Context: an optimization exercise on an open-source flow, tuned for small area, a short achievable clock period and few clock cycles. The choices shown serve that exercise and are no tape-out recipe. RTL that was checked went through simulation tests only; none was proved equivalent to the original. Power is estimated from default activity; no workload was simulated.

// conv2d_stream
module conv2d_stream
#(
  parameter int IMG_W  = 28,
  parameter int IMG_H  = 28,
  parameter int K      = 3,
  parameter int N_FILT = 4,
  parameter int PIX_W  = cnn_pkg::CNN_PIX_W,
  parameter int WT_W   = 8,
  parameter int OUT_W  = 16,
  parameter int SHIFT  = 4
) (
  input  logic                         clk,
  input  logic                         reset,
  input  logic                         in_valid,
  output logic                         in_ready,
  input  logic [PIX_W-1:0]             in_pix,
  input  logic                         wt_we,
  input  logic [((N_FILT*K*K > 1) ? $clog2(N_FILT*K*K) : 1)-1:0] wt_addr,
  input  logic [WT_W-1:0]              wt_data,
  output logic                         out_valid,
  input  logic                         out_ready,
  output logic [N_FILT*OUT_W-1:0]      out_data,
  output logic                         busy,
  output logic                         frame_done
);
Size in the first run: roughly 6,900 cells after synthesis, ~1,400 flip-flops, roughly 95 I/O pins, roughly 0.095 mm^2 of cells after synthesis.
Settings: LEC_CHECK=0, CAP_MARGIN=20, CORE_MARGIN=2, CORE_UTILIZATION=55, SETUP_SLACK_MARGIN=5, SLEW_MARGIN=20, SYNTH_HIERARCHICAL=1; clock period 9.0 ns.
run.sh (not shown) runs the stock make flow with config.mk's settings and CLKGATE_MAP_FILE= SYNTH_SCRIPT=/design/flow/synth_recipe.tcl, a recipe that flattens the netlist after the stock synthesis.
The first run went through all stages and came out clean.
Testbench counts at the start, summed over its fixed seeds: cycles 18,896.
Then changed:
--- a/flow/config.mk
+++ b/flow/config.mk
@@ -10,2 +10,3 @@
 export CORE_UTILIZATION = 55
+export CTS_BUF_LIST = sky130_fd_sc_hd__clkbuf_4 sky130_fd_sc_hd__clkbuf_8
 export SETUP_SLACK_MARGIN = 5
Total power is about the same.
Clock skew went up by 0.028 ns.
Wire length grows by about 0.4%.

---

conv2d_stream, a different RTL version from the one above (not shown whole).
Size: roughly 7,100 cells after synthesis, ~1,500 flip-flops, about 95 I/O pins, roughly 100,000 um2 of cells after synthesis.
clock: 9.0 ns
lec_check: 0
cap_margin: 20
core_margin: 2
core_utilization: 55
setup_slack_margin: 5.0
slew_margin: 20
synth_hierarchical: 1
The baseline completed without violations.
Testbench counts at the start, summed over its fixed seeds: cycles 18,896.
Next try:
CORE_UTILIZATION = 65   (was 55)
SETUP_SLACK_MARGIN = 5   (was 5.0)
Flip-flop and latch count stays the same.
Routed wire length came out lower by 4.1%.
Sequential power hardly moves.
Core utilization is higher by 11 points.
Clock skew climbs by 0.0055 ns.
Total power fell by 0.53%.
Next try:
CORE_UTILIZATION = 50   (was 65)
SETUP_SLACK_MARGIN = default   (was 5)
- The changed run passed the timing, design-rule and antenna checks
- total power shrinks by 3.0%
- sequential share of layout area grows by 0.62 points
- non-clock buffer count shrinks by 234
- global-route usage shrinks by 8.6 points
- final area shrinks by 1.5%
- worst setup slack got worse by 0.69 ns
- core utilization shrinks by 18 points
- maximum frequency shrinks by 14%
- area after synthesis stays the same
- clock skew shrinks by 0.025 ns
- final cell count grows by 4.2%
Next try:
CORE_UTILIZATION = 55   (was 50)
SETUP_SLACK_MARGIN = 4.6   (was default)
Effect: The new run completed with no timing, DRC or antenna violations. Clock-buffer cell count rose by 3. Sequential power stays flat. Total power rose by 1.1%. Combinational power stays flat. Routed wire length rose by 1.9%. Via count rose by 1.6%. Clock skew fell by 0.016 ns. Global-route usage rose by 3.9 points.

---

Setup of gamma:
Another version of the RTL of conv2d_stream (not shown whole).
For scale: about 8,000 cells after synthesis, roughly 1,300 flip-flops, roughly 95 I/O pins, about 100,000 um^2 of cells after synthesis.
clock: 9.0 ns
lec_check: 0
cap_margin: 20
core_margin: 2
core_utilization: 60
setup_slack_margin: 5
slew_margin: 20
synth_hierarchical: 1
gamma did not stop at any stage, and its layout met the timing, design-rule and antenna checks.
Inputs modified between gamma and alpha:
-- flow/config.mk --
<<< gamma, line 10
export CORE_UTILIZATION = 60
>>> alpha, line 10
export CORE_UTILIZATION = 40
Notes after the runs:
Cmp alpha vs gamma: end-of-flow core utilization lower in alpha
Between alpha and gamma, the switching power of the nets is lower for alpha.
alpha vs gamma, first element of the critical path: wt_n[217]$_DFFE_PP_ vs wt_n[153]$_DFFE_PP_
Post-synthesis compound-gate area fraction: alpha vs gamma identical
[alpha] clock insertion delay at the later pin of the skew report rose 0.04 ns relative to gamma
The violation count after the first detailed-route iteration in alpha was lower than what gamma gave.
Diff gamma -> alpha | final clock period utilization by the worst path | increase of 2.2 points
alpha vs. gamma: clock share of power level; total power roughly the same; final estimated routing congestion in global placement lost 7.8%.
Per the comparison of alpha with gamma, die area now sits higher; signed area change from the synthesized netlist to the final layout picked up an extra 3.4 points.
In summary, alpha completed successfully, with a layout that passed the timing, design-rule and antenna checks.
No functional check of the RTL was part of any run of this note.

---

conv2d_stream, a different RTL version from the one above (not shown whole).
For scale: roughly 6,100 cells after synthesis, roughly 90,000 sq um of cells after synthesis.
clock: 9.0 ns
lec_check: 0
cap_margin: 20
core_margin: 2
core_utilization: 55
setup_slack_margin: 4.9
slew_margin: 20
synth_hierarchical: 1
Testbench counts at the start, summed over its fixed seeds: cycles 18,896.
Next try:
SETUP_SLACK_MARGIN = 5   (was 4.9)
The new run completed with no timing, DRC or antenna violations.
Global-route usage hardly moves.
Setup slack gets better by 53 ps.
Clock-buffer cell count stays the same.

---

conv2d_stream, a different RTL version from the one above (not shown whole).
Size: roughly 6300 cells after synthesis, ~1400 flip-flops, about 95 I/O pins, roughly 0.092 mm^2 of cells after synthesis.
Settings: LEC_CHECK=0, CAP_MARGIN=20, CORE_MARGIN=2, CORE_UTILIZATION=45, SETUP_SLACK_MARGIN=5, SLEW_MARGIN=20, SYNTH_HIERARCHICAL=1; clock period 9.0 ns.
Testbench counts at the start, summed over its fixed seeds: cycles 18,896.
Rerun with:
- CORE_UTILIZATION: 45 -> 65
Result:
- register-to-register slack is about the same
- power falls slightly
- routed wire length falls by a few percent
- sequential power stays flat
- area after synthesis is unchanged
- setup slack is worse by 0.014 ns
Rerun with:
- ABC_AREA: not set -> 1
- CORE_UTILIZATION: 65 -> 55
The new run finished with timing, DRC and antenna clean.
Sequential power goes down by about 7%.
Hold slack degrades by 0.0055 ns.
Maximum frequency is lower by 1.3%.
Worst setup slack got worse by 0.053 ns.
Area after synthesis goes up by 42%.
Combinational power drops by about 5%.
Routed wire length climbs by 40%.
Power fell by 1.4%.
Cell area grows by 41%.
Clock-buffer cell count increases by 13.
Rerun with:
- ABC_AREA: 1 -> not set
The changed run passed the timing, design-rule and antenna checks.
Cell count fell by well over a third.
Hold slack gets worse by 0.0036 ns.
Sequential power rises by a little under a tenth.
Non-clock buffer count went down by 25.
Worst setup slack improved by 0.087 ns.
Register-to-register slack improved by 0.09 ns.
Routed wire length drops by a quarter to a third.
Clock power came out lower by roughly a tenth.

re-timing with driven ports:
Ports are ideal in the flow. The routed layouts listed here were re-timed in OpenROAD.
Step 1 assumes that a clkbuf_16 drives the clock port and a buf_2 every other input.
Step 2 adds t to the input delays and takes it off the output delays; t is the mean of the earliest and latest rising clock arrival at the registers after step 1. Input paths then give back, and output paths get back, about the clock's delay inside the block.
Slacks: no drivers / after step 1 / after step 2; pairs: no drivers / after step 1.
run | shift t [ns] | setup WS [ns] | latest minus earliest clock arrival (ns)
the first run of note 1 | 0.925 | 4.930 / 4.930 / 4.393 | 0.044 / 0.044
the second run of note 1 | 1.079 | 4.944 / 4.944 / 4.161 | 0.070 / 0.069
the first run of note 2 | 0.930 | 4.962 / 4.962 / 4.467 | 0.069 / 0.069
the second run of note 2 | 0.896 | 4.949 / 4.949 / 4.256 | 0.078 / 0.078
the third run of note 2 | 0.946 | 4.262 / 4.262 / 3.607 | 0.051 / 0.051
the fourth run of note 2 | 0.926 | 4.583 / 4.583 / 3.831 | 0.037 / 0.037
gamma | 0.893 | 4.434 / 4.434 / 4.431 | 0.052 / 0.053
alpha | 0.934 | 4.235 / 4.235 / 4.235 | 0.060 / 0.059
the first run of note 4 | 0.915 | 4.887 / 4.887 / 4.183 | 0.043 / 0.043
the second run of note 4 | 0.916 | 4.940 / 4.940 / 4.294 | 0.046 / 0.047
the first run of note 5 | 0.917 | 4.955 / 4.955 / 4.162 | 0.062 / 0.062
the second run of note 5 | 0.873 | 4.941 / 4.941 / 4.194 | 0.043 / 0.044
the third run of note 5 | 0.933 | 4.888 / 4.888 / 4.098 | 0.042 / 0.042
the fourth run of note 5 | 0.915 | 4.975 / 4.975 / 4.290 | 0.051 / 0.051
After both steps every run listed still meets setup and hold. The setup slack of the first run of note 5, which loses most, moves by 0.000 ns with the drivers and by -0.793 ns with both steps.
